What follows belongs to an exercise in optimizing a design on an open flow for small area; a production flow would make more cautious choices.
In this exercise RTL edits were held to simulation tests only and were not proved equivalent to the original.

==> inputs of 01-24 <==
Design conv_top, start of the top module:
module conv_top
#(
    parameter int IMG_BITS = 6    
) (
    input  wire               clk,
    input  wire               rst,
    input  wire               ready,
    input  wire [19:0]        idata,
    input  wire [19:0]        cdata_rd,
    output logic              busy,
    output logic              cwr,
    output logic              crd,
    output logic [11:0]       iaddr,
    output logic [11:0]       caddr_wr,
    output logic [11:0]       caddr_rd,
    output logic [19:0]       cdata_wr,
    output logic [2:0]        csel
);
    logic [7-1:0]     cyc;        
    logic [11:0]     pix;        
    logic            flag;       
    logic rm, rp, cm, cp, p0, q0, p1, q1;
    logic sh0, sh1, wr, rd, pw, kb, pb, lc;
    logic [8-1:0] rom_a, ctl;
    logic [8-1:0] rom_b;
    logic [7-1:0] cyc_nx;
    conv_rom_a u_rom_a (.c (cyc_nx), .o (rom_a));
    conv_rom_b u_rom_b (.c (cyc), .o (rom_b));
    assign {rm, rp, cm, cp, p0, q0, p1, q1} = ctl;
    assign {sh0, sh1, wr, rd, pw, kb, pb, lc} = rom_b;
    logic [9:0]      blk_nx;
    logic [1:0]      sub_nx;
    logic [11:0]     pix_inc;
    logic            blk_adv, img_end;
    assign blk_adv = lc & pix[1] & pix[0];
    assign img_end = blk_adv & (pix[11:2] == 10'h200);
    assign sub_nx  = {pix[1] ^ (lc & pix[0]), pix[0] ^ lc};
    assign blk_nx  = {pix[10:2], ~(pix[11] ^ pix[8]) ^ (pix[10:2] == 9'h1FF)};
    assign pix_inc = {blk_adv ? blk_nx : pix[11:2], sub_nx};
    logic [7:0]   cc;         
    logic [7-1:0] cyc_inc;
    always_comb begin
        cc[0] = 1'b1;
        for (int i = 0; i < 7; i++) begin
            cyc_inc[i] = cyc[i] ^ cc[i];
            cc[i+1]    = cyc[i] & cc[i];
        end
    end
    always_ff @(posedge clk or posedge rst) begin
        if (rst)
            busy <= 1'b0;
        else if (busy)
            busy <= !img_end;
        else
            busy <= ready;
    end
    assign cyc_nx = (busy && !lc) ? cyc_inc : '0;
    always_ff @(posedge clk) begin
        cyc <= cyc_nx;
        ctl <= rom_a;
        pix <= busy ? pix_inc : 12'd0;
    end
    logic [5:0] row, col, nrow, ncol;
    logic [6:0] rt, ct;
    logic       pad;
    assign row = {pix[11:7], pix[1]};
    assign col = {pix[6:2],  pix[0]};
  ...
==> module conv_mac, before the edit <==
module conv_mac
#(
    parameter int          ACCW = 25,
    parameter logic [19:0] BC   = '0      
) (
    input  wire        clk,
    input  wire [19:0] x,
    input  wire        en,       
    input  wire        neg,      
    input  wire        bias,     
    input  wire        clr,      
    input  wire        sh,       
    output logic [19:0] res
);
    logic [ACCW-1:0] acc;
    logic [19:0]     xo;
    logic [ACCW-1:0] sa, a, b, s;
    logic [ACCW:0]   c;
    logic            pos, ngx, one;
    assign pos = en & ~neg;      
    assign ngx = en &  neg;      
    assign one = ~en & neg;      
    assign xo  = (x & {20{pos}}) | (~x & {20{ngx}}) | {20{one}} | (BC & {20{bias}});
    always_comb begin
        for (int i = 0; i < ACCW; i++) begin
            a[i] = sh ? sa[i] : acc[i];
            b[i] = (i < 20) ? xo[i] : xo[19];
        end
        c[0] = neg;
        for (int i = 0; i < ACCW; i++) begin
            s[i]   = a[i] ^ b[i] ^ c[i];
            c[i+1] = (a[i] & b[i]) | (c[i] & (a[i] ^ b[i]));
        end
    end
    logic [ACCW-1:0] accn;
    always_ff @(posedge clk) begin
        accn <= ~(clr ? '0 : s);
    end
    assign acc = ~accn;
    assign sa  = {acc[ACCW-1], acc[ACCW-1:1]};
    assign res = acc[20:1];
endmodule
==> module conv_rom_b, before the edit <==
module conv_rom_b (
    input  wire [6:0] c,
    output logic [7:0] o
);
  logic new_n16, new_n17, new_n18, new_n19, new_n20, new_n21, new_n22,
    new_n23, new_n24, new_n25, new_n26, new_n27, new_n28, new_n29, new_n30,
    new_n31, new_n32, new_n33, new_n34, new_n35, new_n36, new_n37, new_n38,
    new_n39, new_n40, new_n41, new_n43, new_n44, new_n45, new_n46, new_n47,
    new_n48, new_n49, new_n50, new_n51, new_n52, new_n53, new_n54, new_n55,
    new_n56, new_n57, new_n58, new_n59, new_n61, new_n62, new_n63, new_n64,
    new_n66;
  assign new_n16 = c[1] & c[0];
  assign new_n17 = ~c[5] & c[4];
  assign new_n18 = ~c[3] & ~new_n17;
  assign new_n19 = c[3] & new_n17;
  assign new_n20 = ~new_n18 & ~new_n19;
  assign new_n21 = c[4] & ~new_n20;
  assign new_n22 = new_n16 & new_n21;
  assign new_n23 = ~c[3] & ~c[0];
  assign new_n24 = c[3] & c[0];
  assign new_n25 = ~new_n23 & ~new_n24;
  assign new_n26 = c[2] & ~c[1];
  assign new_n27 = new_n25 & new_n26;
  assign new_n28 = c[1] & new_n23;
  assign new_n29 = ~new_n27 & ~new_n28;
  assign new_n30 = c[5] & ~c[4];
  assign new_n31 = ~new_n29 & new_n30;
  assign new_n32 = ~c[2] & ~c[1];
  assign new_n33 = c[0] & new_n32;
  assign new_n34 = new_n20 & new_n33;
  assign new_n35 = ~new_n16 & ~new_n32;
  assign new_n36 = ~c[2] & c[0];
  assign new_n37 = ~c[5] & c[3];
  assign new_n38 = ~new_n36 & new_n37;
  assign new_n39 = ~new_n35 & new_n38;
  assign new_n40 = ~new_n34 & ~new_n39;
  assign new_n41 = ~new_n31 & new_n40;
  assign o[7] = new_n22 | ~new_n41;
  assign new_n43 = c[2] & c[1];
  assign new_n44 = ~new_n29 & ~new_n43;
  assign new_n45 = new_n21 & new_n44;
  assign new_n46 = c[5] & ~c[1];
  assign new_n47 = ~new_n43 & ~new_n46;
  assign new_n48 = ~c[0] & ~new_n47;
  assign new_n49 = ~c[5] & new_n36;
  assign new_n50 = ~new_n48 & ~new_n49;
  assign new_n51 = ~c[4] & c[3];
  assign new_n52 = ~new_n50 & new_n51;
  assign new_n53 = new_n26 & new_n48;
  assign new_n54 = ~new_n21 & new_n53;
  assign new_n55 = ~new_n25 & new_n43;
  assign new_n56 = ~new_n33 & ~new_n55;
  assign new_n57 = new_n17 & ~new_n56;
  assign new_n58 = ~new_n54 & ~new_n57;
  assign new_n59 = ~new_n52 & new_n58;
  assign o[6] = new_n45 | ~new_n59;
  assign new_n61 = c[6] & ~c[5];
  assign new_n62 = new_n18 & new_n61;
  assign new_n63 = ~c[2] & new_n62;
  assign new_n64 = ~new_n33 & ~new_n35;
  assign o[5] = new_n63 & new_n64;
  assign new_n66 = new_n62 & ~new_n64;
  assign o[4] = new_n29 & new_n66;
  assign o[3] = new_n44 & new_n62;
  assign o[2] = ~new_n16 & new_n63;
  assign o[0] = new_n27 & new_n62;
  assign o[1] = ~o[5];
endmodule
==> flow/config.mk <==
export PLATFORM = sky130hd
export DESIGN_NAME = conv_top
export DESIGN_NICKNAME = conv_top
export VERILOG_FILES = /design/flow/design.v
export SDC_FILE = /design/flow/constraint.sdc
export NUM_CORES = 4
export LEC_CHECK = 0
export ABC_AREA = 1
export CAP_MARGIN = 20
export CORE_MARGIN = 2
export CORE_UTILIZATION = 55
export CTS_CLUSTER_DIAMETER = 50
export CTS_CLUSTER_SIZE = 10
export SLEW_MARGIN = 20
==> flow/constraint.sdc <==
create_clock -name core_clock -period 12.5 [get_ports {clk}]
set_input_delay 2.5000 -clock core_clock [delete_from_list [all_inputs] [get_ports {clk}]]
set_output_delay 2.5000 -clock core_clock [all_outputs]
set_load 0.01 [all_outputs]
standard.sh (not shown) runs the stock make flow with config.mk's settings and CLKGATE_MAP_FILE= SYNTH_SCRIPT=/design/flow/synth_recipe.tcl, a recipe that flattens the netlist after the stock synthesis.
==> flow/flow/run.sh <==
#!/bin/bash
set -euo pipefail
rm -rf scripts_area
cp -r "$FLOW_HOME/scripts" scripts_area
cp flow/abc_area.script scripts_area/abc_area.script
export BUFFER_PORTS_ARGS="-buffer_cell sky130_fd_sc_hd__buf_1"
export CTS_ARGS="-sink_clustering_enable -repair_clock_nets -sink_clustering_size 10 -sink_clustering_max_diameter 50 -dont_use_dummy_load"
bash standard.sh ABC_AREA=1 SCRIPTS_DIR="$PWD/scripts_area" > standard.log 2>&1
==> flow/flow/abc_area.script <==
strash
&get -n
&deepsyn -T 60
&put
dch -f
amap -m
topo
==> 02-06: changes against 01-24 <==
--- a/flow/design.v
+++ b/flow/design.v
@@ -61,3 +61,3 @@
     logic [19:0]     xo;
-    logic [ACCW-1:0] sa, a, b, s;
+    logic [ACCW-1:0] a, b, s;
     logic [ACCW:0]   c;
@@ -70,3 +70,3 @@
         for (int i = 0; i < ACCW; i++) begin
-            a[i] = sh ? sa[i] : acc[i];
+            a[i] = acc[i];
             b[i] = (i < 20) ? xo[i] : xo[19];
@@ -81,7 +81,6 @@
     always_ff @(posedge clk) begin
-        accn <= ~(clr ? '0 : s);
+        accn <= ~(clr ? '0 : sh ? {s[ACCW-1], s[ACCW-1:1]} : s);
     end
     assign acc = ~accn;
-    assign sa  = {acc[ACCW-1], acc[ACCW-1:1]};
-    assign res = acc[20:1];
+    assign res = acc[19:0];
 endmodule
@@ -269,61 +268,62 @@
     new_n31, new_n32, new_n33, new_n34, new_n35, new_n36, new_n37, new_n38,
-    new_n39, new_n40, new_n41, new_n43, new_n44, new_n45, new_n46, new_n47,
+    new_n39, new_n40, new_n41, new_n42, new_n43, new_n44, new_n46, new_n47,
     new_n48, new_n49, new_n50, new_n51, new_n52, new_n53, new_n54, new_n55,
-    new_n56, new_n57, new_n58, new_n59, new_n61, new_n62, new_n63, new_n64,
-    new_n66;
-  assign new_n16 = c[1] & c[0];
-  assign new_n17 = ~c[5] & c[4];
-  assign new_n18 = ~c[3] & ~new_n17;
-  assign new_n19 = c[3] & new_n17;
-  assign new_n20 = ~new_n18 & ~new_n19;
-  assign new_n21 = c[4] & ~new_n20;
-  assign new_n22 = new_n16 & new_n21;
-  assign new_n23 = ~c[3] & ~c[0];
-  assign new_n24 = c[3] & c[0];
-  assign new_n25 = ~new_n23 & ~new_n24;
-  assign new_n26 = c[2] & ~c[1];
-  assign new_n27 = new_n25 & new_n26;
-  assign new_n28 = c[1] & new_n23;
-  assign new_n29 = ~new_n27 & ~new_n28;
-  assign new_n30 = c[5] & ~c[4];
-  assign new_n31 = ~new_n29 & new_n30;
-  assign new_n32 = ~c[2] & ~c[1];
-  assign new_n33 = c[0] & new_n32;
-  assign new_n34 = new_n20 & new_n33;
-  assign new_n35 = ~new_n16 & ~new_n32;
-  assign new_n36 = ~c[2] & c[0];
-  assign new_n37 = ~c[5] & c[3];
-  assign new_n38 = ~new_n36 & new_n37;
-  assign new_n39 = ~new_n35 & new_n38;
-  assign new_n40 = ~new_n34 & ~new_n39;
-  assign new_n41 = ~new_n31 & new_n40;
-  assign o[7] = new_n22 | ~new_n41;
-  assign new_n43 = c[2] & c[1];
-  assign new_n44 = ~new_n29 & ~new_n43;
-  assign new_n45 = new_n21 & new_n44;
-  assign new_n46 = c[5] & ~c[1];
-  assign new_n47 = ~new_n43 & ~new_n46;
-  assign new_n48 = ~c[0] & ~new_n47;
-  assign new_n49 = ~c[5] & new_n36;
-  assign new_n50 = ~new_n48 & ~new_n49;
-  assign new_n51 = ~c[4] & c[3];
-  assign new_n52 = ~new_n50 & new_n51;
-  assign new_n53 = new_n26 & new_n48;
-  assign new_n54 = ~new_n21 & new_n53;
-  assign new_n55 = ~new_n25 & new_n43;
-  assign new_n56 = ~new_n33 & ~new_n55;
-  assign new_n57 = new_n17 & ~new_n56;
+    new_n56, new_n57, new_n58, new_n60, new_n61, new_n62, new_n63, new_n65,
+    new_n66, new_n68;
+  assign new_n16 = ~c[2] & ~c[0];
+  assign new_n17 = ~c[4] & ~c[3];
+  assign new_n18 = new_n16 & ~new_n17;
+  assign new_n19 = ~c[5] & ~c[3];
+  assign new_n20 = c[4] & ~new_n19;
+  assign new_n21 = c[3] & c[2];
+  assign new_n22 = ~new_n20 & ~new_n21;
+  assign new_n23 = c[5] & c[3];
+  assign new_n24 = ~c[0] & ~new_n23;
+  assign new_n25 = ~new_n22 & new_n24;
+  assign new_n26 = new_n18 & ~new_n25;
+  assign new_n27 = c[5] & new_n17;
+  assign new_n28 = ~new_n16 & new_n27;
+  assign new_n29 = ~c[1] & ~new_n28;
+  assign new_n30 = ~new_n26 & new_n29;
+  assign new_n31 = c[2] & c[0];
+  assign new_n32 = ~new_n16 & ~new_n31;
+  assign new_n33 = ~c[5] & ~c[4];
+  assign new_n34 = c[5] & ~c[0];
+  assign new_n35 = c[3] & ~new_n34;
+  assign new_n36 = ~new_n33 & new_n35;
+  assign new_n37 = new_n32 & new_n36;
+  assign new_n38 = ~c[4] & new_n37;
+  assign new_n39 = c[4] & new_n23;
+  assign new_n40 = ~new_n19 & ~new_n39;
+  assign new_n41 = new_n31 & ~new_n40;
+  assign new_n42 = c[1] & ~new_n25;
+  assign new_n43 = ~new_n41 & new_n42;
+  assign new_n44 = ~new_n38 & new_n43;
+  assign o[7] = ~new_n30 & ~new_n44;
+  assign new_n46 = new_n32 & ~new_n36;
+  assign new_n47 = new_n20 & ~new_n46;
+  assign new_n48 = ~new_n17 & new_n31;
+  assign new_n49 = ~new_n20 & ~new_n48;
+  assign new_n50 = ~c[1] & ~new_n49;
+  assign new_n51 = ~new_n47 & new_n50;
+  assign new_n52 = c[0] & new_n27;
+  assign new_n53 = ~new_n37 & ~new_n52;
+  assign new_n54 = c[1] & ~new_n53;
+  assign new_n55 = c[4] & c[1];
+  assign new_n56 = ~c[5] & ~new_n55;
+  assign new_n57 = new_n18 & new_n56;
   assign new_n58 = ~new_n54 & ~new_n57;
-  assign new_n59 = ~new_n52 & new_n58;
-  assign o[6] = new_n45 | ~new_n59;
-  assign new_n61 = c[6] & ~c[5];
-  assign new_n62 = new_n18 & new_n61;
-  assign new_n63 = ~c[2] & new_n62;
-  assign new_n64 = ~new_n33 & ~new_n35;
-  assign o[5] = new_n63 & new_n64;
-  assign new_n66 = new_n62 & ~new_n64;
-  assign o[4] = new_n29 & new_n66;
-  assign o[3] = new_n44 & new_n62;
-  assign o[2] = ~new_n16 & new_n63;
-  assign o[0] = new_n27 & new_n62;
+  assign o[6] = new_n51 | ~new_n58;
+  assign new_n60 = c[6] & ~c[4];
+  assign new_n61 = new_n19 & new_n60;
+  assign new_n62 = ~c[2] & new_n61;
+  assign new_n63 = c[1] & c[0];
+  assign o[2] = new_n62 & ~new_n63;
+  assign new_n65 = c[1] & o[2];
+  assign new_n66 = ~c[1] & new_n61;
+  assign o[4] = new_n32 & new_n66;
+  assign new_n68 = new_n62 & ~o[4];
+  assign o[5] = ~new_n65 & new_n68;
+  assign o[0] = new_n31 & new_n66;
+  assign o[3] = new_n65 | o[0];
   assign o[1] = ~o[5];
==> 05-08: changes against 01-24 <==
- GPL_TIMING_DRIVEN: default -> 0
==> notes <==
- Synthesized cell count is the same in 05-08 and 01-24.
- 02-06 produced a clean layout. 01-24 completed with no timing, DRC or antenna violations. 05-08 finished with timing, DRC and antenna clean.
- Via count, highest first: 05-08, 01-24, 02-06.
- Between 05-08 and 02-06, the lower clock skew is in 05-08 (gap 0.0080 ns).
- In 01-24 the final cell count is lower than in 05-08, by 0.66%.
- Hold slack: 01-24 < 02-06 < 05-08.

[afterwards: timing with drivers on the ports]
The flow's constraints put no driver on any port. The routed layouts listed below were extracted and timed again, unchanged, in two steps.
Step 1 sets driving cells, clkbuf_16 on the clock port and buf_2 on the other inputs (assumed; they add their load-dependent delay and slew).
Step 2 also shifts input and output timing later by t, the mid clock arrival at the registers, as if the neighbouring blocks saw the same clock.
Slacks: ideal / step 1 / step 2; pairs: ideal / step 1.
run	t, ns	setup WS [ns]	hold WS [ns]	clock arrival spread, ns	worst data-port slew with drivers (ns)
01-24	0.373	0.865 / 0.869 / 0.495	0.574 / 0.574 / 0.574	0.027 / 0.027	0.04
02-06	0.375	0.458 / 0.472 / 0.097	0.581 / 0.581 / 0.581	0.038 / 0.038	0.04
05-08	0.376	0.516 / 0.516 / 0.444	0.583 / 0.583 / 0.583	0.030 / 0.030	0.04
After both steps setup and hold are still met in every run listed. For 01-24, which loses most, drivers alone change the setup slack by +0.004 ns; drivers and shift together by -0.370 ns.
